Context: an optimization exercise on an open-source flow, tuned for small area, a short achievable clock period and few clock cycles per item. The choices shown serve that exercise and are no tape-out recipe.
No run shown here included a check of the RTL's function; only the layout flow was run.

## flow/run.sh

```bash
#!/bin/bash
# Standard ORFS layout (the standard.sh, standard synthesis) with a larger
# setup margin for timing repair; make's output goes to make_finish.log.
set -euo pipefail
bash standard.sh SETUP_SLACK_MARGIN=6.5 finish > make_finish.log 2>&1
```

## standard.sh

```bash
#!/bin/bash
# synth_recipe.tcl (not shown) runs the flow's synth.tcl, then flattens the netlist and writes it again
# the make line also repeats each setting of config.mk as NAME=value (left out here)
make -C /OpenROAD-flow-scripts/flow DESIGN_CONFIG=/design/flow/config.mk WORK_HOME=/design/flow/orfs CLKGATE_MAP_FILE= SYNTH_SCRIPT=/design/flow/synth_recipe.tcl "${@:-finish}"
```

## config.mk

```make
export PLATFORM = sky130hd
export DESIGN_NAME = modular_exponentiation_top
export DESIGN_NICKNAME = modular_exponentiation_top
export VERILOG_FILES = /design/flow/design.v
export SDC_FILE = /design/flow/constraint.sdc
export NUM_CORES = 4
export LEC_CHECK = 0
export CAP_MARGIN = 20
export CORE_MARGIN = 2
export CORE_UTILIZATION = 40
export SLEW_MARGIN = 20
```

## constraint.sdc

```tcl
create_clock -name core_clock -period 10.0 [get_ports {clk_i}]
set_input_delay 2.0000 -clock core_clock [delete_from_list [all_inputs] [get_ports {clk_i}]]
set_output_delay 2.0000 -clock core_clock [all_outputs]
set_load 0.01 [all_outputs]
```

## design.v

```verilog
`default_nettype none
package modexp_pkg;
  localparam int unsigned ModW   = 31;
  localparam int unsigned FieldW = 63;
  localparam logic [ModW-1:0] ModulusReset = 31'd1000000007;
  localparam logic [3:0] StIdle = 4'd0;    
  localparam logic [3:0] StNorm = 4'd1;    
  localparam logic [3:0] StRed  = 4'd2;    
  localparam logic [3:0] StRedR = 4'd3;    
  localparam logic [3:0] StCpaB = 4'd4;    
  localparam logic [3:0] StScnW = 4'd5;    
  localparam logic [3:0] StMul  = 4'd6;    
  localparam logic [3:0] StMulR = 4'd7;    
  localparam logic [3:0] StCpaM = 4'd8;    
  localparam logic [3:0] StFin  = 4'd9;    
  localparam logic [3:0] StCor1 = 4'd10;   
  localparam logic [3:0] StCor2 = 4'd11;   
  localparam logic [3:0] StCpaF = 4'd12;   
  localparam logic [3:0] StAcc  = 4'd13;   
  localparam logic [3:0] StZero = 4'd14;   
  localparam logic [3:0] StOne  = 4'd15;   
  typedef logic [ModW-1:0] mod_t;
endpackage
`default_nettype wire
`default_nettype none
module modexp_mulser (
  input  wire  [7:0] s_i,         
  input  wire  [7:0] c_i,         
  input  wire  [2:0] mbin_i,
  output logic [7:0] t_o
);
  logic [7:0] th [8];
  logic [7:0] raw;
  always_comb begin
    th[0] = (mbin_i == 3'd0) ? 8'he2 : (mbin_i == 3'd1) ? 8'hde : (mbin_i == 3'd2) ? 8'hdb : (mbin_i == 3'd3) ? 8'hd7 : (mbin_i == 3'd4) ? 8'hd4 : (mbin_i == 3'd5) ? 8'hd0 : (mbin_i == 3'd6) ? 8'hcd : 8'hc9;
    th[1] = (mbin_i == 3'd0) ? 8'hea : (mbin_i == 3'd1) ? 8'he8 : (mbin_i == 3'd2) ? 8'he5 : (mbin_i == 3'd3) ? 8'he3 : (mbin_i == 3'd4) ? 8'he0 : (mbin_i == 3'd5) ? 8'hde : (mbin_i == 3'd6) ? 8'hdb : 8'hd9;
    th[2] = (mbin_i == 3'd0) ? 8'hf3 : (mbin_i == 3'd1) ? 8'hf1 : (mbin_i == 3'd2) ? 8'hf0 : (mbin_i == 3'd3) ? 8'hee : (mbin_i == 3'd4) ? 8'hed : (mbin_i == 3'd5) ? 8'heb : (mbin_i == 3'd6) ? 8'hea : 8'he8;
    th[3] = (mbin_i == 3'd0) ? 8'hfb : (mbin_i == 3'd1) ? 8'hfb : (mbin_i == 3'd2) ? 8'hfa : (mbin_i == 3'd3) ? 8'hfa : (mbin_i == 3'd4) ? 8'hf9 : (mbin_i == 3'd5) ? 8'hf9 : (mbin_i == 3'd6) ? 8'hf8 : 8'hf8;
    th[4] = (mbin_i == 3'd0) ? 8'h04 : (mbin_i == 3'd1) ? 8'h04 : (mbin_i == 3'd2) ? 8'h05 : (mbin_i == 3'd3) ? 8'h05 : (mbin_i == 3'd4) ? 8'h06 : (mbin_i == 3'd5) ? 8'h06 : (mbin_i == 3'd6) ? 8'h07 : 8'h07;
    th[5] = (mbin_i == 3'd0) ? 8'h0c : (mbin_i == 3'd1) ? 8'h0e : (mbin_i == 3'd2) ? 8'h0f : (mbin_i == 3'd3) ? 8'h11 : (mbin_i == 3'd4) ? 8'h12 : (mbin_i == 3'd5) ? 8'h14 : (mbin_i == 3'd6) ? 8'h15 : 8'h17;
    th[6] = (mbin_i == 3'd0) ? 8'h15 : (mbin_i == 3'd1) ? 8'h17 : (mbin_i == 3'd2) ? 8'h1a : (mbin_i == 3'd3) ? 8'h1c : (mbin_i == 3'd4) ? 8'h1f : (mbin_i == 3'd5) ? 8'h21 : (mbin_i == 3'd6) ? 8'h24 : 8'h26;
    th[7] = (mbin_i == 3'd0) ? 8'h1d : (mbin_i == 3'd1) ? 8'h21 : (mbin_i == 3'd2) ? 8'h24 : (mbin_i == 3'd3) ? 8'h28 : (mbin_i == 3'd4) ? 8'h2b : (mbin_i == 3'd5) ? 8'h2f : (mbin_i == 3'd6) ? 8'h32 : 8'h36;
  end
  always_comb begin
    for (int k = 0; k < 8; k++) begin
      logic [7:0] x, y, z, g, p;
      z = ~th[k];
      x = s_i ^ c_i ^ z;
      y = {((s_i[6:0] & c_i[6:0]) | (s_i[6:0] & z[6:0]) | (c_i[6:0] & z[6:0])), 1'b1};
      g = x & y;
      p = x ^ y;
      for (int d = 1; d < 8; d = d * 2) begin
        for (int i = 6; i >= d; i--) begin
          g[i] = g[i] | (p[i] & g[i-d]);
          p[i] = p[i] & p[i-d];
        end
      end
      raw[k] = !(x[7] ^ y[7] ^ g[6]);
    end
  end
  always_comb begin
    t_o    = raw;
    t_o[0] = raw[0] | raw[4];
    t_o[7] = raw[7] & raw[3];
  end
endmodule
`default_nettype wire
`default_nettype none
module modular_exponentiation_top #(
  parameter int unsigned EXP_WIDTH = 64
) (
  input  wire          clk_i,
  input  wire          rst_ni,
  input  wire          s_axis_tvalid,
  output logic         s_axis_tready,
  input  wire  [127:0] s_axis_tdata,    
  output logic         m_axis_tvalid,
  input  wire          m_axis_tready,
  output logic [31:0]  m_axis_tdata,    
  input  wire          cfg_valid_i,
  output logic         cfg_ready_o,
  input  wire  [30:0]  cfg_data_i       
);
  localparam int unsigned EW = (EXP_WIDTH < modexp_pkg::FieldW) ? EXP_WIDTH : modexp_pkg::FieldW;
  logic [3:0]         st_q, st_d;
  modexp_pkg::mod_t   mod_q;
  logic [4:0]         sh_q;           
  logic [34:0]        s_q, c_q;       
  logic [31:0]        r_q, b_q;       
  logic [2:0]         dig_q;          
  logic [4:0]         k_q;            
  logic               mulb_q;         
  logic signed [6:0]  eidx_q;         
  logic               ebit_q;         
  logic               found_q;        
  logic               ezero_q;        
  logic signed [1:0]  qf_q;           
  logic               sub_q;          
  logic               ovld_q;
  logic               acc_q;
  logic               first_q;        
  logic [2:0]         mbin_q;         
  logic [63:0]        base;
  logic [63:0]        expo;
  assign base = {1'b0, s_axis_tdata[62:0]};
  assign expo = 64'(s_axis_tdata[modexp_pkg::FieldW +: EW]);
  assign cfg_ready_o   = 1'b1;
  assign s_axis_tready = acc_q;
  assign m_axis_tvalid = ovld_q;
  assign m_axis_tdata  = {1'b0, r_q[30:0]};
  logic        red;
  logic [7:0]  t_tab, t;
  logic [31:0] y;
  logic        b_one, b_two, b_neg;
  logic [34:0] ysx, ymag, xy;
  logic [34:0] s4, c4, s1, c1, s3, c3;
  logic [34:0] row;
  logic [32:0] mag, m3_q;         
  logic        q_1, q_2, q_3, q_4, q_p;
  logic [34:0] sum;
  logic [31:0] r_new;
  assign red     = (st_q == modexp_pkg::StRed) || (st_q == modexp_pkg::StRedR) ||
                   (st_q == modexp_pkg::StOne) || (st_q == modexp_pkg::StZero);
  modexp_mulser u_qsel (
    .s_i   (s_q[34:27]),
    .c_i   (c_q[34:27]),
    .mbin_i(mbin_q),
    .t_o   (t_tab)
  );
  always_comb begin
    if (first_q)                         t = 8'b0000_1111;
    else if (st_q != modexp_pkg::StCor2) t = t_tab;
    else if (qf_q == 2'sd1)              t = 8'b0001_1111;
    else if (qf_q == -2'sd1)             t = 8'b0000_0111;
    else                                 t = 8'b0000_1111;
  end
  always_comb begin
    q_1 = (t[4] & !t[5]) | (t[2] & !t[3]);
    q_2 = (t[5] & !t[6]) | (t[1] & !t[2]);
    q_3 = (t[6] & !t[7]) | (t[0] & !t[1]);
    q_4 = t[7] | !t[0];
    q_p = t[4];
  end
  assign y     = mulb_q ? b_q : r_q;
  assign b_one = !red && (dig_q[1] ^ dig_q[0]);
  assign b_two = !red && ((dig_q == 3'b100) || (dig_q == 3'b011));
  assign b_neg = !red && dig_q[2];
  assign ysx   = {{3{y[31]}}, y};
  assign ymag  = b_two ? {ysx[33:0], 1'b0} : (b_one ? ysx : '0);
  assign xy    = b_neg ? ~ymag : ymag;
  assign s4 = {(first_q ? 33'd0 : s_q[32:0]), 1'b0, b_neg};
  assign c4 = {(first_q ? 33'd0 : c_q[32:0]), (red ? dig_q[1:0] : 2'b00)};
  assign s1 = s4 ^ c4 ^ xy;
  assign c1 = {((s4 & c4) | (s4 & xy) | (c4 & xy)), q_p};
  assign mag = ({33{q_1}} & {2'b00, mod_q}) | ({33{q_2}} & {1'b0, mod_q, 1'b0}) |
               ({33{q_3}} & m3_q) | ({33{q_4}} & {mod_q, 2'b00});
  assign row = q_p ? ~{mag, 2'b00} : {mag, 2'b00};
  assign s3 = s1 ^ c1 ^ row;
  assign c3 = {((s1 & c1) | (s1 & row) | (c1 & row)), 1'b0};
  assign sum   = s_q + c_q;
  assign r_new = sum[33:2];
  logic step, cpa, cpa_b;
  assign step = (st_q == modexp_pkg::StRed)  || (st_q == modexp_pkg::StRedR) ||
                (st_q == modexp_pkg::StMul)  || (st_q == modexp_pkg::StMulR) ||
                (st_q == modexp_pkg::StCor1) || (st_q == modexp_pkg::StCor2) ||
                (st_q == modexp_pkg::StOne)  || (st_q == modexp_pkg::StZero);
  assign cpa   = (st_q == modexp_pkg::StCpaB) || (st_q == modexp_pkg::StCpaM) ||
                 ((st_q == modexp_pkg::StCpaF) && !(sub_q && sum[34]));
  assign cpa_b = (st_q == modexp_pkg::StCpaB);
  logic       scan_done, scan_last;
  logic [3:0] loop_st;
  assign scan_done = found_q || ezero_q;
  always_comb begin
    if (found_q) loop_st = eidx_q[6] ? modexp_pkg::StFin : modexp_pkg::StMul;
    else         loop_st = modexp_pkg::StOne;
  end
  always_comb begin
    st_d = st_q;
    case (st_q)
      modexp_pkg::StIdle: begin
        if (s_axis_tvalid && (!ovld_q || m_axis_tready)) begin
          if (mod_q[30:1] == '0)  st_d = modexp_pkg::StZero;
          else if (!mod_q[30])    st_d = modexp_pkg::StNorm;
          else                    st_d = modexp_pkg::StRed;
        end
      end
      modexp_pkg::StNorm: if (mod_q[29]) st_d = modexp_pkg::StRed;
      modexp_pkg::StRed:  if (k_q == 5'd0) st_d = modexp_pkg::StRedR;
      modexp_pkg::StRedR: st_d = modexp_pkg::StCpaB;
      modexp_pkg::StCpaB: st_d = scan_done ? loop_st : modexp_pkg::StScnW;
      modexp_pkg::StScnW: if (scan_done) st_d = loop_st;
      modexp_pkg::StMul:  if (k_q == 5'd0) st_d = modexp_pkg::StMulR;
      modexp_pkg::StMulR: st_d = modexp_pkg::StCpaM;
      modexp_pkg::StCpaM: begin
        if (!mulb_q && ebit_q)    st_d = modexp_pkg::StMul;
        else if (eidx_q == 7'sd0) st_d = modexp_pkg::StFin;
        else                      st_d = modexp_pkg::StMul;
      end
      modexp_pkg::StFin: begin
        if (r_q[31] || (sh_q != 5'd0)) st_d = modexp_pkg::StCor1;
        else                           st_d = modexp_pkg::StAcc;
      end
      modexp_pkg::StCor1: st_d = modexp_pkg::StCor2;
      modexp_pkg::StCor2: st_d = modexp_pkg::StCpaF;
      modexp_pkg::StCpaF: st_d = modexp_pkg::StFin;
      modexp_pkg::StAcc:  if (s_axis_tvalid) st_d = modexp_pkg::StIdle;
      modexp_pkg::StZero: st_d = modexp_pkg::StCpaF;
      modexp_pkg::StOne:  st_d = modexp_pkg::StCor2;
      default:            st_d = modexp_pkg::StIdle;
    endcase
  end
  always_ff @(posedge clk_i or negedge rst_ni) begin
    if (!rst_ni) begin
      st_q   <= modexp_pkg::StIdle;
      ovld_q <= 1'b0;
      acc_q  <= 1'b0;
      first_q <= 1'b1;
    end else begin
      first_q <= !step;
      st_q  <= st_d;
      acc_q <= (st_d == modexp_pkg::StAcc);
      if (m_axis_tvalid && m_axis_tready) ovld_q <= 1'b0;
      if (s_axis_tvalid && s_axis_tready) ovld_q <= 1'b1;
    end
  end
  always_ff @(posedge clk_i or negedge rst_ni) begin
    if (!rst_ni) begin
      mod_q <= modexp_pkg::ModulusReset;
    end else if (cfg_valid_i) begin
      mod_q <= cfg_data_i;
    end else if (st_q == modexp_pkg::StNorm && !mod_q[30]) begin
      mod_q <= {mod_q[29:0], 1'b0};
    end else if (st_q == modexp_pkg::StFin && !r_q[31] && sh_q != 5'd0) begin
      mod_q <= {1'b0, mod_q[30:1]};
    end
  end
  logic [2:0] rwin, bwin;
  logic [32:0] rext;
  assign rext = {r_q, 1'b0};
  always_comb begin
    rwin = 3'b000;
    for (int j = 0; j < 15; j++) begin
      if (k_q == 5'(j + 1)) rwin = rext[2*j+2 -: 3];
    end
    bwin = 3'b000;
    for (int j = 0; j < 31; j++) begin
      if (k_q == 5'(j + 1)) bwin = {1'b0, base[2*j+1 -: 2]};
    end
  end
  logic esel;
  assign esel = expo[eidx_q[5:0]];
  always_ff @(posedge clk_i) begin
    s_q <= s3;
    c_q <= c3;
    mbin_q <= mod_q[29:27];
    m3_q   <= {2'b00, mod_q} + {1'b0, mod_q, 1'b0};
    if (cpa)   r_q <= r_new;
    if (cpa_b) b_q <= r_new;
    case (st_q)
      modexp_pkg::StIdle: begin
        dig_q <= {2'b00, base[62] && (mod_q[30:1] != '0)};
        k_q   <= 5'd31;
      end
      modexp_pkg::StRed, modexp_pkg::StMul: begin
        dig_q <= (k_q == 5'd0) ? 3'b000 : ((st_q == modexp_pkg::StRed) ? bwin : rwin);
        k_q   <= k_q - 5'd1;
      end
      modexp_pkg::StCpaB, modexp_pkg::StCpaM: begin
        dig_q <= (st_q == modexp_pkg::StCpaB && scan_done && !found_q) ? 3'b001 : r_new[31:29];
        k_q   <= 5'd15;
      end
      modexp_pkg::StScnW: begin
        dig_q <= (scan_done && !found_q) ? 3'b001 : r_q[31:29];
        k_q   <= 5'd15;
      end
      modexp_pkg::StFin:  dig_q <= 3'b001;
      modexp_pkg::StNorm: ;
      default:            dig_q <= 3'b000;
    endcase
    if (st_q == modexp_pkg::StCpaM) mulb_q <= !mulb_q && ebit_q;
    else if (st_q == modexp_pkg::StCpaB || st_q == modexp_pkg::StScnW ||
             st_q == modexp_pkg::StFin) mulb_q <= 1'b0;
    ebit_q <= (st_q == modexp_pkg::StIdle) ? 1'b0 : esel;
    if (st_q == modexp_pkg::StIdle) begin
      eidx_q  <= 7'sd62;
      found_q <= 1'b0;
      ezero_q <= 1'b0;
    end else if (!scan_done) begin
      if (ebit_q)                 found_q <= 1'b1;
      else if (eidx_q == -7'sd1)  ezero_q <= 1'b1;
      else                        eidx_q  <= eidx_q - 7'sd1;
    end else if (st_q == modexp_pkg::StCpaM && !(!mulb_q && ebit_q)) begin
      eidx_q <= eidx_q - 7'sd1;
    end
    if (st_q == modexp_pkg::StIdle) sh_q <= 5'd0;
    else if (st_q == modexp_pkg::StNorm && !mod_q[30]) sh_q <= sh_q + 5'd1;
    else if (st_q == modexp_pkg::StFin && !r_q[31] && sh_q != 5'd0) sh_q <= sh_q - 5'd1;
    if (st_q == modexp_pkg::StFin) begin
      qf_q  <= r_q[31] ? -2'sd1 : 2'sd1;
      sub_q <= !r_q[31];
    end else if (st_q == modexp_pkg::StCpaB || st_q == modexp_pkg::StScnW ||
                 st_q == modexp_pkg::StIdle) begin
      qf_q  <= 2'sd0;
      sub_q <= 1'b0;
    end
  end
endmodule
`default_nettype wire
```

==> results.sh, run 1 <==
export IMPL_yosys_area_top_type_share_pct=12.1
export IMPL_crit_path_start="mbin_q[2]"
export IMPL_hold_buffers=0
export IMPL_crit_type="reg2reg"
export IMPL_cts_tree="yes"
export IMPL_min_path_cells=0
export IMPL_cts_made_buffers=28
export IMPL_final_net_count=2743
export IMPL_n_antenna_cell=0
export IMPL_grt_pass1_vias=16241
export IMPL_final_util_pct=50.4
export IMPL_final_cell_mix="nand2_1, inv_1, nor2_1"
export IMPL_dieArea_um2=51300
export IMPL_synth_largest_area_cell="dfxtp_1"
export IMPL_clock_fmax_ghz=0.228
export IMPL_synth_cells=2175
export IMPL_slowest_stage="fa_2"
export IMPL_setup_viol=0
export IMPL_via_count=16541
export IMPL_slew_violations=0
export IMPL_crit_required_ns=10.45
export IMPL_avgSynthCellArea_um2=9.10
export IMPL_syn_to_final_growth_pct=24.6
export IMPL_dieHeight_um=226
export IMPL_portBuffers=194
export IMPL_antenna_found_initial=0
export IMPL_cpPeakStageDelay_ns=0.59
export IMPL_cts_sinks=234
export IMPL_ctsLongestPathBuffers=3
export IMPL_fp_dieW_um=226
export IMPL_drive_gt1_share_pct=15.3
export IMPL_io_pins=199
export IMPL_synth_area_top_cells="dfxtp_1, edfxtp_1, fa_1"
export IMPL_drt_wirelength_per_cell_um=19.2
export IMPL_worstPathArrival_ns=4.84
export IMPL_yosysWarnings=3
export IMPL_ys_types=90
export IMPL_netlist_area_um2=19800
export IMPL_path_max_fanout=8
export IMPL_fin_crit_sh_pct=43.9
export IMPL_hold_violations=0
export IMPL_outcome="complete, no violations"
export IMPL_worst_clock_skew_ns=0.0270
export IMPL_overflow=0
export IMPL_core_area_um2=49000
export IMPL_grt_util_met1_pct=31.2
export IMPL_drt_drc_violations_left=0
export IMPL_cts_htree_levels=1
export IMPL_worst_pin_slew_ns=0.978
export IMPL_num_rows=81
export IMPL_worstPathCellList="or3_4, fa_2, ha_4, o211ai_1, a21oi_2, or3_4, a2111oi_4, buf_4, buf_6, o32a_4, buf_6, o21ai_2, xnor2_2, fa_2"
export IMPL_grt_pass1_wl_mm=89.3
export IMPL_grt_busiest_layer="met2"
export IMPL_grt_setup_unrepaired="true"
export IMPL_min_period_ns=4.39
export IMPL_gr_usage_met3_pct=2.86
export IMPL_finalSetupTns_ns=0
export IMPL_drtIter0Drc=1373
export IMPL_globalplace_congestion=0.921
export IMPL_clk_latency_ns=0.57
export IMPL_wirelength_mm=58.0
export IMPL_vias_per_cell=5.47
export IMPL_start_util_pct=40.4
export IMPL_min_from="mod_q[0]"
export IMPL_synth_async_reset_ratio_pct=16.2
export IMPL_ant_nets=0
export IMPL_synth_top_flop_cell="dfxtp_1"
export IMPL_r2r_start="mbin_q[2]"
export IMPL_syn_nets=2581
export IMPL_clkTransAtPathRegs_ns=0.06
export IMPL_crit_path_start_kind="flop"
export IMPL_synth_edf_count=76
export IMPL_r2r_cells=14
export IMPL_clockRootBuffer="clkbuf_16"
export IMPL_crit_path_end_kind="flop"
export IMPL_dp_hpwl_mm=42.6
export IMPL_ys_seq_area_share_pct=28.6
export IMPL_use_met2_pct=35.2
export IMPL_final_common_cell="nand2_1"
export IMPL_drt_pass1_iter_count=5
export IMPL_hold_path_class="reg2reg"
export IMPL_grt_total_usage_pct=22.0
export IMPL_grt_max_degree=71
export IMPL_drv_cap=0
export IMPL_synth_seq_cells=234
export IMPL_slew_headroom_pct=34.8
cell type report:
cell class | count | area, µm²
Clock buffer | 40 | 776
Tap cell | 664 | 831
Inverter | 173 | 667
Timing Repair Buffer | 270 | 2660
Clock inverter | 12 | 119
Fill cell | 4446 | 24300
Sequential cell | 234 | 5680
Multi-Input combinational cell | 1630 | 13900
final timing paths:
check                            to  slack, ns
max                          s_q[2]       5.61
min                         m3_q[0]       0.47
max reg2reg                  s_q[2]       5.61
min reg2reg                 m3_q[0]       0.47
max in group asynchronous   st_q[0]       7.78
min in group asynchronous  mod_q[3]       1.57
per-layer routing:
metal	vias to the layer above	share of wire, %
met2	495	46
met1	7995	46
met5	-	0
li1	7967	-
met4	0	2.6
met3	84	5.6
synth_stat cells (all sizes together), types with 25 or more instances:
library cell and count:
buf 57, a21oi 138, nor2 157, mux2 30, o211ai 28, a21o 26
inv 172, o2111ai 37, ha 144, dfxtp 120, clkbuf 85, nand3 29
nor3 28, mux2i 36, nor2b 75, nand2b 25, nand2 167, a22oi 36
fa 98, xor2 26, xnor2 126, edfxtp 76, o21ai 174
flip-flops by register name, indices dropped and copies added, names as in the netlist, 7 cells and up:
signal and count:
m3_q 33, r_q 32, mod_q 31, b_q 32
s_q 35, c_q 34, eidx_q 7
cells by family (layout without fill, tap and decap cells):
logic type / after synthesis / in the layout / share of synthesized area (%)
compound gates: 575 / 579 / 19.0
simple gates: 571 / 571 / 14.2
buf+inv: 315 / 495 / 6.78
fa+ha+maj: 242 / 242 / 19.0
flops: 234 / 234 / 28.6
xor+xnor: 152 / 152 / 6.84
mux: 84 / 84 / 5.57
other cells: 2 / 2 / 0.0379
worst max-delay path, delay by kind of cell, from the launching register on:
family	cells	cell delay, ns
adder cells (fa/ha/maj)	3	1.28
XOR/XNOR	1	0.28
AO/OA/AOI/OAI	5	1.11
flip-flops	1	0.37
AND/OR/NAND/NOR	2	0.78
buffers and inverters	3	0.46
per-stage QoR:
stage	std cells	hold WS [ns]	setup slack (ns)	area, µm²
floorplan	2175	0.423	6.09	20000
global placement	2914	0.461	4.77	22200
detailed placement	2914	0.463	4.71	22200
CTS	3004	0.470	5.65	23800
global route	3023	0.493	5.50	24700
finish	3023	0.473	5.61	24700
repair_timing:
action                                  in CTS  in global routing
gates resized for setup                    114                154
cloned                                       7                  3
pin swaps                                   33                 69
endpoints found under the setup margin     136                105
setup buffers                               31                 16
==> run 2, diff against run 1 <==
==> flow/run.sh (replaced) <==
#!/bin/bash
# Standard ORFS layout (the standard.sh, standard synthesis) with a larger
# setup margin for timing repair; make's output goes to make_finish.log.
set -euo pipefail
bash standard.sh SETUP_SLACK_MARGIN=6 finish > make_finish.log 2>&1
==> results.sh, run 2 <==
export IMPL_outcome="complete, no violations"
export IMPL_cts_htree_levels=1
export IMPL_min_from="mod_q[0]"
export IMPL_synth_mux_area_share_pct=5.57
export IMPL_ff2ff_setup_slack_ns=5.81
export IMPL_synthSimpleGateAreaFrac_pct=14.2
export IMPL_drt_pass1_iter_count=7
export IMPL_synth_top_family_by_area="compound AO/OA/AOI/OAI gates"
export IMPL_drt_wirelength_per_cell_um=18.9
export IMPL_crit_path_end_kind="flop"
export IMPL_fp_dieW_um=226
export IMPL_hold_ws_ns=0.492
export IMPL_clock_fmax_ghz=0.239
export IMPL_synth_fa_ha_area_share_pct=19.0
export IMPL_finalSetupTns_ns=0
export IMPL_min_period_ns=4.19
export IMPL_crit_path_start_kind="flop"
export IMPL_synth_common_cells="inv_1, o21ai_0, nand2_1, nor2_1, ha_1"
export IMPL_fin_crit_sh_pct=41.9
export IMPL_core_area_um2=49000
export IMPL_yosys_area_top_type_share_pct=12.1
export IMPL_drv_cap=0
export IMPL_drt_drc_violations_left=0
export IMPL_netlist_area_um2=19800
export IMPL_hold_violations=0
export IMPL_start_util_pct=40.4
export IMPL_min_path_cells=0
export IMPL_ys_types=90
export IMPL_dieHeight_um=226
export IMPL_final_net_count=2739
export IMPL_grt_max_degree=71
export IMPL_path_max_fanout=7
export IMPL_hold_buffers=0
export IMPL_final_util_pct=50.0
export IMPL_syn_nets=2581
export IMPL_synth_largest_area_cell="dfxtp_1"
export IMPL_synth_seq_cells=234
export IMPL_grt_pass1_wl_mm=89.2
export IMPL_clk_latency_ns=0.56
export IMPL_synth_area_top_cells="dfxtp_1, edfxtp_1, fa_1"
export IMPL_ant_nets=0
export IMPL_synth_cells=2175
export IMPL_drive_gt1_share_pct=15.3
export IMPL_dp_hpwl_mm=42.1
export IMPL_yosysWarnings=3
export IMPL_n_antenna_cell=0
export IMPL_cts_tree="yes"
export IMPL_io_pins=199
export IMPL_crit_path_start="mbin_q[1]"
export IMPL_slew_violations=0
export IMPL_crit_required_ns=10.44
export IMPL_synth_most_common_cell="inv_1"
export IMPL_wirelength_mm=57.0
export IMPL_setup_viol=0
export IMPL_grt_pass1_vias=16474
export IMPL_cts_sinks=234
export IMPL_hold_path_class="reg2reg"
export IMPL_worst_clock_skew_ns=0.0220
export IMPL_largest_register_ffs=35
export IMPL_worstPathArrival_ns=4.63
export IMPL_overflow=0
export IMPL_worst_pin_slew_ns=1.04
export IMPL_synth_xor_area_share_pct=6.84
export IMPL_ctsLongestPathBuffers=3
export IMPL_final_common_cell="clkdlybuf4s50_1"
export IMPL_synth_edf_count=76
export IMPL_globalplace_congestion=0.914
export IMPL_r2r_cells=14
export IMPL_antenna_found_initial=0
export IMPL_clkTransAtPathRegs_ns=0.06
export IMPL_r2r_start="mbin_q[1]"
export IMPL_drtIter0Drc=1255
export IMPL_ys_seq_area_share_pct=28.6
export IMPL_portBuffers=194
export IMPL_fill_cells=4454
export IMPL_grt_setup_unrepaired="true"
export IMPL_syn_to_final_growth_pct=23.6
export IMPL_num_rows=81
export IMPL_grt_total_usage_pct=21.9
export IMPL_synth_async_reset_ratio_pct=16.2
export IMPL_final_cell_mix="clkdlybuf4s50_1, nand2_1, inv_1"
export IMPL_dieArea_um2=51300
export IMPL_avgSynthCellArea_um2=9.10
export IMPL_synth_top_flop_cell="dfxtp_1"
export IMPL_clockRootBuffer="clkbuf_16"
export IMPL_largestRegisters="s_q (35), c_q (34), m3_q (33)"
export IMPL_crit_type="reg2reg"
export IMPL_regMostFlops="s_q"
export IMPL_synth_compound_area_share_pct=19.0
export IMPL_via_count=16614
export IMPL_cts_made_buffers=28
export IMPL_slew_headroom_pct=30.8
export IMPL_vias_per_cell=5.50
[run 2: cell count changes in the layout (fill, tap and decap cells not counted), moves of 7 or more]
| cell | previous run | this run |
|---|---|---|
| o21ai_0 | 127 | 136 |
| dlymetal6s2s_1 | 7 | 0 |
| o2111ai_4 | 20 | 10 |
| o2111ai_2 | 8 | 16 |
| clkdlybuf4s50_1 | 152 | 192 |
| dlygate4sd2_1 | 33 | 0 |
[run 2: per-layer routing]
| metal | GRT usage (%) | part of all wire (%) | vias to the layer above |
|---|---|---|---|
| met5 | 0 | 0 | - |
| met3 | 2.72 | 5.2 | 85 |
| met2 | 35.7 | 46 | 491 |
| met4 | 6.28 | 2.6 | 0 |
| met1 | 30.6 | 46 | 8056 |
| li1 | - | - | 7982 |
[run 2: metrics by stage]
| stage | instance area (µm²) | instances | setup slack [ns] |
|---|---|---|---|
| after floorplan | 19800 | 2175 | 6.01 |
| after global placement | 22100 | 2913 | 4.90 |
| after detailed placement | 22100 | 2913 | 4.89 |
| after CTS | 24000 | 3006 | 5.82 |
| after global routing | 24500 | 3019 | 5.67 |
| final | 24500 | 3019 | 5.81 |
[run 2: timing repair]
item                                    in CTS  in global routing
gates cloned                                10                  2
buffers inserted                            31                 11
pin swaps                                   41                 47
endpoints found under the setup margin      66                 69
gates resized for setup                    144                 80
[run 2: worst paths after layout]
check,end
min,m3_q[0]
min reg2reg,m3_q[0]
max reg2reg,s_q[20]
max in group asynchronous,st_q[0]
min in group asynchronous,mod_q[10]
max,s_q[20]
[run 2: logic make-up after synthesis]
family | Yosys count
buffers and inverters | 315
AO/OA/AOI/OAI | 575
adder cells (fa/ha/maj) | 242
XOR/XNOR | 152
multiplexers | 84
other | 2
AND/OR/NAND/NOR | 571
flip-flops | 234
[run 2: area by class of cell]
cell class | count | area, µm² | area share (%)
multi-input combinational | 1631 | 13800 | 56.2
sequential | 234 | 5690 | 23.3
timing repair buffer | 265 | 2600 | 10.6
clock buffer | 47 | 877 | 3.58
tap | 664 | 831 | 3.39
inverter | 173 | 674 | 2.75
clock inverter | 5 | 42.5 | 0.174
[run 2: critical path: stages, from the launching register on]
cell	delay [ns]
dfxtp_4	0.38
or3_4	0.42
fa_1	0.47
ha_1	0.31
a21o_1	0.18
a21o_1	0.17
or3_4	0.38
a2111oi_4	0.34
buf_4	0.20
buf_6	0.10
o32a_4	0.19
buf_12	0.13
o2111ai_4	0.12
xnor2_2	0.23
fa_2	0.47
==> run 3, diff against run 2 <==
--- a/design.v
+++ b/design.v
@@ -24,45 +24,83 @@
 `default_nettype wire
 `default_nettype none
 module modexp_mulser (
-  input  wire  [7:0] s_i,         
-  input  wire  [7:0] c_i,         
+  input  wire  [7:0] est_i,
   input  wire  [2:0] mbin_i,
   output logic [7:0] t_o
 );
-  logic [7:0] th [8];
-  logic [7:0] raw;
-  always_comb begin
-    th[0] = (mbin_i == 3'd0) ? 8'he2 : (mbin_i == 3'd1) ? 8'hde : (mbin_i == 3'd2) ? 8'hdb : (mbin_i == 3'd3) ? 8'hd7 : (mbin_i == 3'd4) ? 8'hd4 : (mbin_i == 3'd5) ? 8'hd0 : (mbin_i == 3'd6) ? 8'hcd : 8'hc9;
-    th[1] = (mbin_i == 3'd0) ? 8'hea : (mbin_i == 3'd1) ? 8'he8 : (mbin_i == 3'd2) ? 8'he5 : (mbin_i == 3'd3) ? 8'he3 : (mbin_i == 3'd4) ? 8'he0 : (mbin_i == 3'd5) ? 8'hde : (mbin_i == 3'd6) ? 8'hdb : 8'hd9;
-    th[2] = (mbin_i == 3'd0) ? 8'hf3 : (mbin_i == 3'd1) ? 8'hf1 : (mbin_i == 3'd2) ? 8'hf0 : (mbin_i == 3'd3) ? 8'hee : (mbin_i == 3'd4) ? 8'hed : (mbin_i == 3'd5) ? 8'heb : (mbin_i == 3'd6) ? 8'hea : 8'he8;
-    th[3] = (mbin_i == 3'd0) ? 8'hfb : (mbin_i == 3'd1) ? 8'hfb : (mbin_i == 3'd2) ? 8'hfa : (mbin_i == 3'd3) ? 8'hfa : (mbin_i == 3'd4) ? 8'hf9 : (mbin_i == 3'd5) ? 8'hf9 : (mbin_i == 3'd6) ? 8'hf8 : 8'hf8;
-    th[4] = (mbin_i == 3'd0) ? 8'h04 : (mbin_i == 3'd1) ? 8'h04 : (mbin_i == 3'd2) ? 8'h05 : (mbin_i == 3'd3) ? 8'h05 : (mbin_i == 3'd4) ? 8'h06 : (mbin_i == 3'd5) ? 8'h06 : (mbin_i == 3'd6) ? 8'h07 : 8'h07;
-    th[5] = (mbin_i == 3'd0) ? 8'h0c : (mbin_i == 3'd1) ? 8'h0e : (mbin_i == 3'd2) ? 8'h0f : (mbin_i == 3'd3) ? 8'h11 : (mbin_i == 3'd4) ? 8'h12 : (mbin_i == 3'd5) ? 8'h14 : (mbin_i == 3'd6) ? 8'h15 : 8'h17;
-    th[6] = (mbin_i == 3'd0) ? 8'h15 : (mbin_i == 3'd1) ? 8'h17 : (mbin_i == 3'd2) ? 8'h1a : (mbin_i == 3'd3) ? 8'h1c : (mbin_i == 3'd4) ? 8'h1f : (mbin_i == 3'd5) ? 8'h21 : (mbin_i == 3'd6) ? 8'h24 : 8'h26;
-    th[7] = (mbin_i == 3'd0) ? 8'h1d : (mbin_i == 3'd1) ? 8'h21 : (mbin_i == 3'd2) ? 8'h24 : (mbin_i == 3'd3) ? 8'h28 : (mbin_i == 3'd4) ? 8'h2b : (mbin_i == 3'd5) ? 8'h2f : (mbin_i == 3'd6) ? 8'h32 : 8'h36;
-  end
-  always_comb begin
-    for (int k = 0; k < 8; k++) begin
-      logic [7:0] x, y, z, g, p;
-      z = ~th[k];
-      x = s_i ^ c_i ^ z;
-      y = {((s_i[6:0] & c_i[6:0]) | (s_i[6:0] & z[6:0]) | (c_i[6:0] & z[6:0])), 1'b1};
-      g = x & y;
-      p = x ^ y;
-      for (int d = 1; d < 8; d = d * 2) begin
-        for (int i = 6; i >= d; i--) begin
-          g[i] = g[i] | (p[i] & g[i-d]);
-          p[i] = p[i] & p[i-d];
-        end
-      end
-      raw[k] = !(x[7] ^ y[7] ^ g[6]);
-    end
-  end
-  always_comb begin
-    t_o    = raw;
-    t_o[0] = raw[0] | raw[4];
-    t_o[7] = raw[7] & raw[3];
-  end
+  function automatic logic ge_c(input logic [7:0] x, input logic [7:0] c);
+    logic [7:0] xo, co;
+    logic r;
+    xo = x ^ 8'h80;
+    co = c ^ 8'h80;
+    r  = 1'b1;
+    for (int i = 0; i < 8; i++) r = co[i] ? (xo[i] & r) : (xo[i] | r);
+    ge_c = r;
+  endfunction
+  assign t_o[0] = (mbin_i == 3'd0 && ge_c(est_i, 8'he2)) |
+      (mbin_i == 3'd1 && ge_c(est_i, 8'hde)) |
+      (mbin_i == 3'd2 && ge_c(est_i, 8'hdb)) |
+      (mbin_i == 3'd3 && ge_c(est_i, 8'hd7)) |
+      (mbin_i == 3'd4 && ge_c(est_i, 8'hd4)) |
+      (mbin_i == 3'd5 && ge_c(est_i, 8'hd0)) |
+      (mbin_i == 3'd6 && ge_c(est_i, 8'hcd)) |
+      (mbin_i == 3'd7 && ge_c(est_i, 8'hc9));
+  assign t_o[1] = (mbin_i == 3'd0 && ge_c(est_i, 8'hea)) |
+      (mbin_i == 3'd1 && ge_c(est_i, 8'he8)) |
+      (mbin_i == 3'd2 && ge_c(est_i, 8'he5)) |
+      (mbin_i == 3'd3 && ge_c(est_i, 8'he3)) |
+      (mbin_i == 3'd4 && ge_c(est_i, 8'he0)) |
+      (mbin_i == 3'd5 && ge_c(est_i, 8'hde)) |
+      (mbin_i == 3'd6 && ge_c(est_i, 8'hdb)) |
+      (mbin_i == 3'd7 && ge_c(est_i, 8'hd9));
+  assign t_o[2] = (mbin_i == 3'd0 && ge_c(est_i, 8'hf3)) |
+      (mbin_i == 3'd1 && ge_c(est_i, 8'hf1)) |
+      (mbin_i == 3'd2 && ge_c(est_i, 8'hf0)) |
+      (mbin_i == 3'd3 && ge_c(est_i, 8'hee)) |
+      (mbin_i == 3'd4 && ge_c(est_i, 8'hed)) |
+      (mbin_i == 3'd5 && ge_c(est_i, 8'heb)) |
+      (mbin_i == 3'd6 && ge_c(est_i, 8'hea)) |
+      (mbin_i == 3'd7 && ge_c(est_i, 8'he8));
+  assign t_o[3] = (mbin_i == 3'd0 && ge_c(est_i, 8'hfb)) |
+      (mbin_i == 3'd1 && ge_c(est_i, 8'hfb)) |
+      (mbin_i == 3'd2 && ge_c(est_i, 8'hfa)) |
+      (mbin_i == 3'd3 && ge_c(est_i, 8'hfa)) |
+      (mbin_i == 3'd4 && ge_c(est_i, 8'hf9)) |
+      (mbin_i == 3'd5 && ge_c(est_i, 8'hf9)) |
+      (mbin_i == 3'd6 && ge_c(est_i, 8'hf8)) |
+      (mbin_i == 3'd7 && ge_c(est_i, 8'hf8));
+  assign t_o[4] = (mbin_i == 3'd0 && ge_c(est_i, 8'h04)) |
+      (mbin_i == 3'd1 && ge_c(est_i, 8'h04)) |
+      (mbin_i == 3'd2 && ge_c(est_i, 8'h05)) |
+      (mbin_i == 3'd3 && ge_c(est_i, 8'h05)) |
+      (mbin_i == 3'd4 && ge_c(est_i, 8'h06)) |
+      (mbin_i == 3'd5 && ge_c(est_i, 8'h06)) |
+      (mbin_i == 3'd6 && ge_c(est_i, 8'h07)) |
+      (mbin_i == 3'd7 && ge_c(est_i, 8'h07));
+  assign t_o[5] = (mbin_i == 3'd0 && ge_c(est_i, 8'h0c)) |
+      (mbin_i == 3'd1 && ge_c(est_i, 8'h0e)) |
+      (mbin_i == 3'd2 && ge_c(est_i, 8'h0f)) |
+      (mbin_i == 3'd3 && ge_c(est_i, 8'h11)) |
+      (mbin_i == 3'd4 && ge_c(est_i, 8'h12)) |
+      (mbin_i == 3'd5 && ge_c(est_i, 8'h14)) |
+      (mbin_i == 3'd6 && ge_c(est_i, 8'h15)) |
+      (mbin_i == 3'd7 && ge_c(est_i, 8'h17));
+  assign t_o[6] = (mbin_i == 3'd0 && ge_c(est_i, 8'h15)) |
+      (mbin_i == 3'd1 && ge_c(est_i, 8'h17)) |
+      (mbin_i == 3'd2 && ge_c(est_i, 8'h1a)) |
+      (mbin_i == 3'd3 && ge_c(est_i, 8'h1c)) |
+      (mbin_i == 3'd4 && ge_c(est_i, 8'h1f)) |
+      (mbin_i == 3'd5 && ge_c(est_i, 8'h21)) |
+      (mbin_i == 3'd6 && ge_c(est_i, 8'h24)) |
+      (mbin_i == 3'd7 && ge_c(est_i, 8'h26));
+  assign t_o[7] = (mbin_i == 3'd0 && ge_c(est_i, 8'h1d)) |
+      (mbin_i == 3'd1 && ge_c(est_i, 8'h21)) |
+      (mbin_i == 3'd2 && ge_c(est_i, 8'h24)) |
+      (mbin_i == 3'd3 && ge_c(est_i, 8'h28)) |
+      (mbin_i == 3'd4 && ge_c(est_i, 8'h2b)) |
+      (mbin_i == 3'd5 && ge_c(est_i, 8'h2f)) |
+      (mbin_i == 3'd6 && ge_c(est_i, 8'h32)) |
+      (mbin_i == 3'd7 && ge_c(est_i, 8'h36));
 endmodule
 `default_nettype wire
 `default_nettype none
@@ -110,6 +148,7 @@
   assign m_axis_tdata  = {1'b0, r_q[30:0]};
   logic        red;
   logic [7:0]  t_tab, t;
+  logic [7:0]  est;
   logic [31:0] y;
   logic        b_one, b_two, b_neg;
   logic [34:0] ysx, ymag, xy;
@@ -121,9 +160,24 @@
   logic [31:0] r_new;
   assign red     = (st_q == modexp_pkg::StRed) || (st_q == modexp_pkg::StRedR) ||
                    (st_q == modexp_pkg::StOne) || (st_q == modexp_pkg::StZero);
+  logic [7:0] ep, eg, ec;
+  always_comb begin
+    logic [7:0] gg, pp;
+    ep = s_q[34:27] ^ c_q[34:27];
+    eg = s_q[34:27] & c_q[34:27];
+    gg = eg;
+    pp = ep;
+    for (int d = 1; d < 8; d = d * 2) begin
+      for (int i = 7; i >= d; i--) begin
+        gg[i] = gg[i] | (pp[i] & gg[i-d]);
+        pp[i] = pp[i] & pp[i-d];
+      end
+    end
+    ec  = {gg[6:0], 1'b0};
+    est = ep ^ ec;
+  end
   modexp_mulser u_qsel (
-    .s_i   (s_q[34:27]),
-    .c_i   (c_q[34:27]),
+    .est_i (est),
     .mbin_i(mbin_q),
     .t_o   (t_tab)
   );
==> results.sh, run 3 <==
export IMPL_final_util_pct=50.9
export IMPL_ant_nets=0
export IMPL_final_cell_mix="clkdlybuf4s50_1, nor2_1, a21oi_1"
export IMPL_min_period_ns=4.16
export IMPL_drt_drc_violations_left=0
export IMPL_crit_top_cell="buf_12"
export IMPL_r2r_end="s_q[9]"
export IMPL_synth_seq_cells=234
export IMPL_synth_largest_area_cell="dfxtp_1"
export IMPL_fill_cells=4198
export IMPL_antenna_found_initial=0
export IMPL_hold_path_class="reg2reg"
export IMPL_multi_input_area_um2=12700
export IMPL_synth_top_flop_cell="dfxtp_1"
export IMPL_outcome="complete, no violations"
export IMPL_final_net_count=2518
export IMPL_overflow=0
export IMPL_synth_area_top_cells="dfxtp_1, edfxtp_1, fa_1"
export IMPL_synth_async_reset_ratio_pct=16.2
export IMPL_grt_pass1_vias=15553
export IMPL_crit_type="reg2reg"
export IMPL_largest_register_ffs=35
export IMPL_ff2ff_setup_slack_ns=5.84
export IMPL_n_antenna_cell=0
export IMPL_cts_made_buffers=29
export IMPL_synth_mux_area_share_pct=4.87
export IMPL_largestRegisters="s_q (35), c_q (34), m3_q (33)"
export IMPL_synth_cells=2037
export IMPL_grt_setup_unrepaired="true"
export IMPL_wirelength_mm=55.8
export IMPL_slew_violations=0
export IMPL_syn_nets=2363
export IMPL_numPlacedInstances=2707
export IMPL_clockRootBuffer="clkbuf_16"
export IMPL_num_rows=78
export IMPL_globalplace_congestion=0.878
export IMPL_core_area_um2=45600
export IMPL_cts_sinks=234
export IMPL_slew_headroom_pct=27.6
export IMPL_cpPeakStageDelay_ns=0.44
export IMPL_cts_htree_levels=1
export IMPL_min_path_cells=0
export IMPL_grt_total_usage_pct=22.4
export IMPL_ys_seq_area_share_pct=30.5
export IMPL_drtIter0Drc=1222
export IMPL_grt_max_degree=67
export IMPL_synth_fa_ha_area_share_pct=13.7
export IMPL_seq_area_um2=5670
export IMPL_synth_xor_area_share_pct=6.80
export IMPL_path_max_fanout=8
export IMPL_worst_clock_skew_ns=0.0128
export IMPL_netlist_area_um2=18500
export IMPL_clock_fmax_ghz=0.240
export IMPL_final_common_cell="clkdlybuf4s50_1"
export IMPL_final_cells=2814
export IMPL_slowest_stage="fa_1"
export IMPL_cp_depth=18
export IMPL_grt_pass1_wl_mm=86.0
export IMPL_clk_latency_ns=0.57
export IMPL_r2r_cells=18
export IMPL_vias_per_cell=5.65
export IMPL_finalSetupTns_ns=0
export IMPL_synth_compound_area_share_pct=22.5
export IMPL_ys_types=91
export IMPL_crit_path_end_kind="flop"
export IMPL_yosysWarnings=2
export IMPL_via_count=15907
export IMPL_synthSimpleGateAreaFrac_pct=15.7
export IMPL_worst_pin_slew_ns=1.08
export IMPL_hold_ws_ns=0.474
export IMPL_io_pins=199
export IMPL_dp_hpwl_mm=40.2
export IMPL_path_delay_family="compound AO/OA/AOI/OAI gates"
export IMPL_fp_dieW_um=219
export IMPL_ctsLongestPathBuffers=3
export IMPL_dieHeight_um=219
export IMPL_synth_most_common_cell="nor2_1"
export IMPL_crit_path_start_kind="flop"
export IMPL_synth_common_cells="nor2_1, a21oi_1, nand2_1, dfxtp_1, xnor2_1"
export IMPL_worstPathCellList="ha_4, fa_2, xor2_1, buf_6, buf_12, nor2_4, o41ai_2, a32oi_2, o211ai_1, a221oi_2, buf_4, a31oi_4, buf_12, clkbuf_16, o2bb2ai_1, a221oi_4, xnor2_1, fa_1"
export IMPL_crit_required_ns=10.45
export IMPL_portBuffers=194
export IMPL_fin_crit_sh_pct=41.6
export IMPL_critPathBufInv=5
export IMPL_dieArea_um2=48100
export IMPL_worstPathArrival_ns=4.61
export IMPL_setup_viol=0
export IMPL_regMostFlops="s_q"
export IMPL_whs_endpoint="m3_q[0]"
export IMPL_drt_wirelength_per_cell_um=19.8
export IMPL_min_from="mod_q[0]"
export IMPL_r2r_start="s_q[27]"
export IMPL_synth_top_family_by_area="compound AO/OA/AOI/OAI gates"
export IMPL_syn_to_final_growth_pct=25.2
export IMPL_avgSynthCellArea_um2=9.10
export IMPL_start_util_pct=40.7
export IMPL_drive_gt1_share_pct=15.4
export IMPL_cts_tree="yes"
export IMPL_synth_edf_count=76
export IMPL_drt_pass1_iter_count=5
export IMPL_yosys_area_top_type_share_pct=13.0
export IMPL_clkTransAtPathRegs_ns=0.06
export IMPL_drv_cap=0
export IMPL_hold_violations=0
[run 3: cell count changes after synthesis, sizes merged, moves of 15 or more]
cell,change
mux2i,-28
o2bb2ai,+26
o211ai,-16
nand2,-17
o21ai,-62
inv,-87
a221oi,+27
buf,+15
ha,-50
nor2,+30
fa,-30
o2111ai,-31
a21oi,+33
[run 3: metal layers]
metal | GRT usage, % | vias up | routed length [µm]
met5 | 0 | - | 0
met2 | 36.9 | 534 | 25900
met4 | 4.57 | 0 | 951
li1 | - | 7668 | -
met3 | 3.02 | 75 | 3280
met1 | 31.3 | 7630 | 25700
[run 3: what timing repair did]
action | 4_1_cts | 5_1_grt
setup buffers | 32 | 14
hold buffers | 0 | 0
endpoints found under the setup margin | 92 | 98
gates resized for setup | 72 | 90
gates cloned | 3 | 5
pin swaps | 24 | 47
[run 3: final cells by class]
| class | instances | share of cell area (%) |
|---|---|---|
| timing repair buffer | 272 | 12.0 |
| clock buffer | 31 | 3.20 |
| inverter | 88 | 1.42 |
| clock inverter | 22 | 1.07 |
| multi-input combinational | 1567 | 54.6 |
| tap | 600 | 3.23 |
| sequential | 234 | 24.4 |
[run 3: worst max-delay path by stage]
stage,startpoint,endpoint,slack (ns)
after global placement,s_q[27],s_q[3],4.97
after CTS,s_q[27],s_q[2],5.91
after global routing,c_q[29],s_q[13],5.72
final,s_q[27],s_q[9],5.84
after detailed placement,s_q[27],s_q[3],5.04
after floorplan,s_q[27],s_q[24],6.13
[run 3: through the flow]
step / setup slack (ns) / cell area [µm²]
CTS: 5.91 / 22400
detailed placement: 5.04 / 20700
global placement: 4.97 / 20700
finish: 5.84 / 23200
global route: 5.72 / 23200
floorplan: 6.13 / 18500
[run 3: cell families (layout without fill, tap and decap cells)]
| family | after synthesis | count (layout) |
|---|---|---|
| muxes | 60 | 60 |
| and+or+nand+nor | 598 | 599 |
| AOI/OAI and AO/OA | 600 | 600 |
| adders and majority gates | 162 | 162 |
| buffers and inverters | 237 | 413 |
| other | 2 | 2 |
| xor gates and xnor gates | 144 | 144 |
| DFF | 234 | 234 |
==> run 4, diff against run 3 <==
--- a/design.v
+++ b/design.v
@@ -152,10 +152,10 @@
   logic [31:0] y;
   logic        b_one, b_two, b_neg;
   logic [34:0] ysx, ymag, xy;
-  logic [34:0] s4, c4, s1, c1, s3, c3;
-  logic [34:0] row;
-  logic [32:0] mag, m3_q;         
-  logic        q_1, q_2, q_3, q_4, q_p;
+  logic [34:0] s4, c4, s1, c1, s2, c2, s3, c3;
+  logic [34:0] row_l, row_h;
+  logic [32:0] mag_l;
+  logic        sub_l, sub_h, l_one, l_two, h_one;
   logic [34:0] sum;
   logic [31:0] r_new;
   assign red     = (st_q == modexp_pkg::StRed) || (st_q == modexp_pkg::StRedR) ||
@@ -189,11 +189,11 @@
     else                                 t = 8'b0000_1111;
   end
   always_comb begin
-    q_1 = (t[4] & !t[5]) | (t[2] & !t[3]);
-    q_2 = (t[5] & !t[6]) | (t[1] & !t[2]);
-    q_3 = (t[6] & !t[7]) | (t[0] & !t[1]);
-    q_4 = t[7] | !t[0];
-    q_p = t[4];
+    h_one = t[6] | !t[1];
+    sub_h = t[6];
+    l_one = (t[0] & !t[1]) | (t[2] & !t[3]) | (t[4] & !t[5]) | (t[6] & !t[7]);
+    l_two = (t[1] & !t[2]) | (t[5] & !t[6]);
+    sub_l = (t[0] & !t[1]) | (t[4] & !t[6]);
   end
   assign y     = mulb_q ? b_q : r_q;
   assign b_one = !red && (dig_q[1] ^ dig_q[0]);
@@ -205,12 +205,14 @@
   assign s4 = {(first_q ? 33'd0 : s_q[32:0]), 1'b0, b_neg};
   assign c4 = {(first_q ? 33'd0 : c_q[32:0]), (red ? dig_q[1:0] : 2'b00)};
   assign s1 = s4 ^ c4 ^ xy;
-  assign c1 = {((s4 & c4) | (s4 & xy) | (c4 & xy)), q_p};
-  assign mag = ({33{q_1}} & {2'b00, mod_q}) | ({33{q_2}} & {1'b0, mod_q, 1'b0}) |
-               ({33{q_3}} & m3_q) | ({33{q_4}} & {mod_q, 2'b00});
-  assign row = q_p ? ~{mag, 2'b00} : {mag, 2'b00};
-  assign s3 = s1 ^ c1 ^ row;
-  assign c3 = {((s1 & c1) | (s1 & row) | (c1 & row)), 1'b0};
+  assign c1 = {((s4 & c4) | (s4 & xy) | (c4 & xy)), sub_l} ;
+  assign mag_l = l_two ? {1'b0, mod_q, 1'b0} : (l_one ? {2'b00, mod_q} : '0);
+  assign row_l = sub_l ? ~{mag_l, 2'b00} : {mag_l, 2'b00};
+  assign s2 = s1 ^ c1 ^ row_l;
+  assign c2 = {((s1 & c1) | (s1 & row_l) | (c1 & row_l)), sub_h};
+  assign row_h = !h_one ? '0 : (sub_h ? ~{mod_q, 4'b0000} : {mod_q, 4'b0000});
+  assign s3 = s2 ^ c2 ^ row_h;
+  assign c3 = {((s2 & c2) | (s2 & row_h) | (c2 & row_h)), 1'b0};
   assign sum   = s_q + c_q;
   assign r_new = sum[33:2];
   logic step, cpa, cpa_b;
@@ -307,7 +309,6 @@
     s_q <= s3;
     c_q <= c3;
     mbin_q <= mod_q[29:27];
-    m3_q   <= {2'b00, mod_q} + {1'b0, mod_q, 1'b0};
     if (cpa)   r_q <= r_new;
     if (cpa_b) b_q <= r_new;
     case (st_q)
==> run.sh (new file) <==
#!/bin/bash
# synth_recipe.tcl (not shown) runs the flow's synth.tcl, then flattens the netlist and writes it again
# the make line also repeats each setting of config.mk as NAME=value (left out here)
make -C /OpenROAD-flow-scripts/flow DESIGN_CONFIG=/design/flow/config.mk WORK_HOME=/design/flow/orfs CLKGATE_MAP_FILE= SYNTH_SCRIPT=/design/flow/synth_recipe.tcl finish
--- a/config.mk
+++ b/config.mk
@@ -8,4 +8,5 @@
 export CAP_MARGIN = 20
 export CORE_MARGIN = 2
 export CORE_UTILIZATION = 40
+export SETUP_SLACK_MARGIN = 5
 export SLEW_MARGIN = 20
removed: flow/run.sh
removed: standard.sh
==> results.sh, run 4 <==
export IMPL_outcome="complete, no violations"
export IMPL_finalSetupTns_ns=0
export IMPL_seq_area_um2=5000
export IMPL_largest_register_ffs=35
export IMPL_regMostFlops="s_q"
export IMPL_slew_violations=0
export IMPL_final_cell_mix="clkdlybuf4s50_1, nand2_1, inv_1"
export IMPL_min_period_ns=4.90
export IMPL_synth_common_cells="nand2_1, inv_1, nor2_1, o21ai_0, a21oi_1"
export IMPL_num_rows=76
export IMPL_ys_seq_area_share_pct=28.7
export IMPL_syn_to_final_growth_pct=20.6
export IMPL_fin_crit_sh_pct=49.0
export IMPL_grt_total_usage_pct=23.0
export IMPL_cts_tree="yes"
export IMPL_ant_nets=0
export IMPL_synth_async_reset_ratio_pct=18.9
export IMPL_crit_path_end_kind="flop"
export IMPL_whs_endpoint="ovld_q"
export IMPL_grt_max_degree=69
export IMPL_avgSynthCellArea_um2=8.83
export IMPL_drt_pass1_iter_count=5
export IMPL_r2r_start="c_q[27]"
export IMPL_synth_area_top_cells="edfxtp_1, fa_1, dfxtp_1"
export IMPL_clk_latency_ns=0.53
export IMPL_start_util_pct=40.5
export IMPL_synth_top_flop_cell="dfxtp_1"
export IMPL_final_net_count=2389
export IMPL_drive_gt1_share_pct=12.5
export IMPL_drt_drc_violations_left=0
export IMPL_cts_made_buffers=25
export IMPL_final_util_pct=48.8
export IMPL_dieHeight_um=213
export IMPL_clock_fmax_ghz=0.204
export IMPL_dp_hpwl_mm=39.2
export IMPL_final_common_cell="clkdlybuf4s50_1"
export IMPL_yosys_area_top_type_share_pct=13.1
export IMPL_largestRegisters="s_q (35), c_q (34)"
export IMPL_cts_htree_levels=1
export IMPL_fill_cells=4111
export IMPL_setup_viol=0
export IMPL_yosysWarnings=2
export IMPL_worstPathArrival_ns=5.30
export IMPL_grt_pass1_vias=14849
export IMPL_drv_cap=0
export IMPL_wirelength_mm=53.5
export IMPL_hold_buffers=0
export IMPL_min_from="acc_q"
export IMPL_min_path_cells=2
export IMPL_worst_pin_slew_ns=0.992
export IMPL_crit_required_ns=10.40
export IMPL_synth_edf_count=76
export IMPL_ys_types=87
export IMPL_ctsLongestPathBuffers=3
export IMPL_netlist_area_um2=17400
export IMPL_synth_cells=1971
export IMPL_synth_largest_area_cell="edfxtp_1"
export IMPL_ff2ff_setup_slack_ns=5.10
export IMPL_dieArea_um2=45200
export IMPL_drtIter0Drc=984
export IMPL_grt_pass1_wl_mm=82.0
export IMPL_portBuffers=194
export IMPL_globalplace_congestion=0.914
export IMPL_synth_seq_cells=201
export IMPL_crit_path_start_kind="flop"
export IMPL_synth_most_common_cell="nand2_1"
export IMPL_antenna_found_initial=2
export IMPL_overflow=0
export IMPL_cts_sinks=201
export IMPL_r2r_cells=18
export IMPL_r2r_end="s_q[21]"
export IMPL_via_count=14832
export IMPL_hold_violations=0
export IMPL_vias_per_cell=5.53
export IMPL_fp_dieW_um=213
export IMPL_grt_setup_unrepaired="true"
export IMPL_core_area_um2=43000
export IMPL_syn_nets=2282
export IMPL_hold_path_class="reg2reg"
export IMPL_slew_headroom_pct=33.9
export IMPL_crit_type="reg2reg"
export IMPL_clockRootBuffer="clkbuf_16"
export IMPL_worst_clock_skew_ns=0.0106
export IMPL_path_max_fanout=8
export IMPL_drt_wirelength_per_cell_um=19.9
export IMPL_multi_input_area_um2=11300
export IMPL_io_pins=199
export IMPL_clkTransAtPathRegs_ns=0.06
## run 4: cell count changes in the layout (fill, tap and decap cells not counted), moves of 30 or more
cell,delta
a22oi_2,+30
nor2_1,-39
a21oi_1,-44
dfxtp_1,-31
ha_1,-46
inv_1,+79
nand2_1,+34
fa_1,+38
## run 4: worst max path at each step
stage,start,endpoint,slack [ns],cells after the start
final,c_q[27],s_q[21],5.10,18
after global placement,s_q[27],s_q[34],3.93,19
after floorplan,s_q[27],s_q[12],5.44,16
after CTS,s_q[27],s_q[24],5.00,18
after global routing,s_q[27],s_q[31],4.97,19
after detailed placement,s_q[27],s_q[34],3.94,19
## run 4: worst max-delay path: stages, from the launching register on
cell,delay (ns)
dfxtp_2,0.33
ha_4,0.17
fa_2,0.41
a21o_1,0.24
a221oi_4,0.25
buf_6,0.18
xor2_4,0.25
o31ai_4,0.11
a221o_1,0.31
or4_4,0.50
a41oi_4,0.24
buf_12,0.14
a211o_4,0.16
buf_12,0.17
a22oi_2,0.09
xnor2_2,0.17
fa_1,0.54
inv_2,0.05
fa_1,0.44
## run 4: cells by family after synthesis
kind of cell / share of synthesized area, %
AND/OR/NAND/NOR: 15.4
AO/OA/AOI/OAI: 19.5
buffers and inverters: 8.56
flip-flops: 28.7
adder cells (fa/ha/maj): 14.8
XOR/XNOR: 6.53
multiplexers: 6.46
other: 0.0432
## run 4: repair_timing
item	CTS	global route
setup buffers	14	23
gates resized for setup	37	46
endpoints found under the setup margin	66	65
pin swaps	7	29
gates cloned	1	2
## run 4: cell type report
| class | count | area share, % |
|---|---|---|
| inverter | 167 | 3.08 |
| multi-input combinational | 1426 | 53.8 |
| timing repair buffer | 257 | 12.1 |
| tap | 585 | 3.49 |
| antenna | 1 | 0.0119 |
| clock inverter | 14 | 0.423 |
| clock buffer | 32 | 3.22 |
| sequential | 201 | 23.8 |
## run 4: layer usage
layer  global-route usage, %  vias to the layer above  routed length, µm
met3                    3.16                       68               3560
met4                    6.05                        0               1190
met5                       0                        -                  0
met2                    37.9                      532              24300
met1                    31.8                     7224              24400
li1                        -                     7008                  -
## run 4: per-stage QoR
step | std cells | hold WS, ns | worst slack, ns | cell area [µm²]
4_1_cts | 2656 | 0.488 | 5.00 | 20500
5_1_grt | 2683 | 0.507 | 4.97 | 21000
2_1_floorplan | 1971 | 0.394 | 5.44 | 17400
3_5_place_dp | 2595 | 0.480 | 3.94 | 19400
6_report | 2683 | 0.481 | 5.10 | 21000
3_3_place_gp | 2595 | 0.465 | 3.93 | 19400

re-timing with driven ports:
In the flow no input, the clock included, has a driving cell. The finished layouts below were timed again as built, in two steps.
Step 1 sets driving cells, clkbuf_16 on the clock port and buf_2 on the other inputs (assumed; they add their load-dependent delay and slew).
Step 2 moves the port delays by t, midway between the first and last clock arrival at a register: inputs arrive t later, outputs are due t later. That takes back most of the time a late clock gives input paths.
Three values: ideal ports, drivers, drivers and shift; two values: the first two.
run | t (ns) | setup slack, ns | worst setup path after step 2 | worst data-port slew with drivers (ns)
run 1 | 0.609 | 5.607 / 5.607 / 5.607 | register to register | 0.08
run 2 | 0.604 | 5.812 / 5.812 / 5.514 | input to register | 0.06
run 3 | 0.615 | 5.841 / 5.841 / 5.519 | input to register | 0.06
run 4 | 0.577 | 5.099 / 5.099 / 5.099 | register to register | 0.09
After both steps setup and hold are still met in every run listed. The setup slack of run 3, which loses most, moves by 0.000 ns with the drivers and by -0.322 ns with both steps.
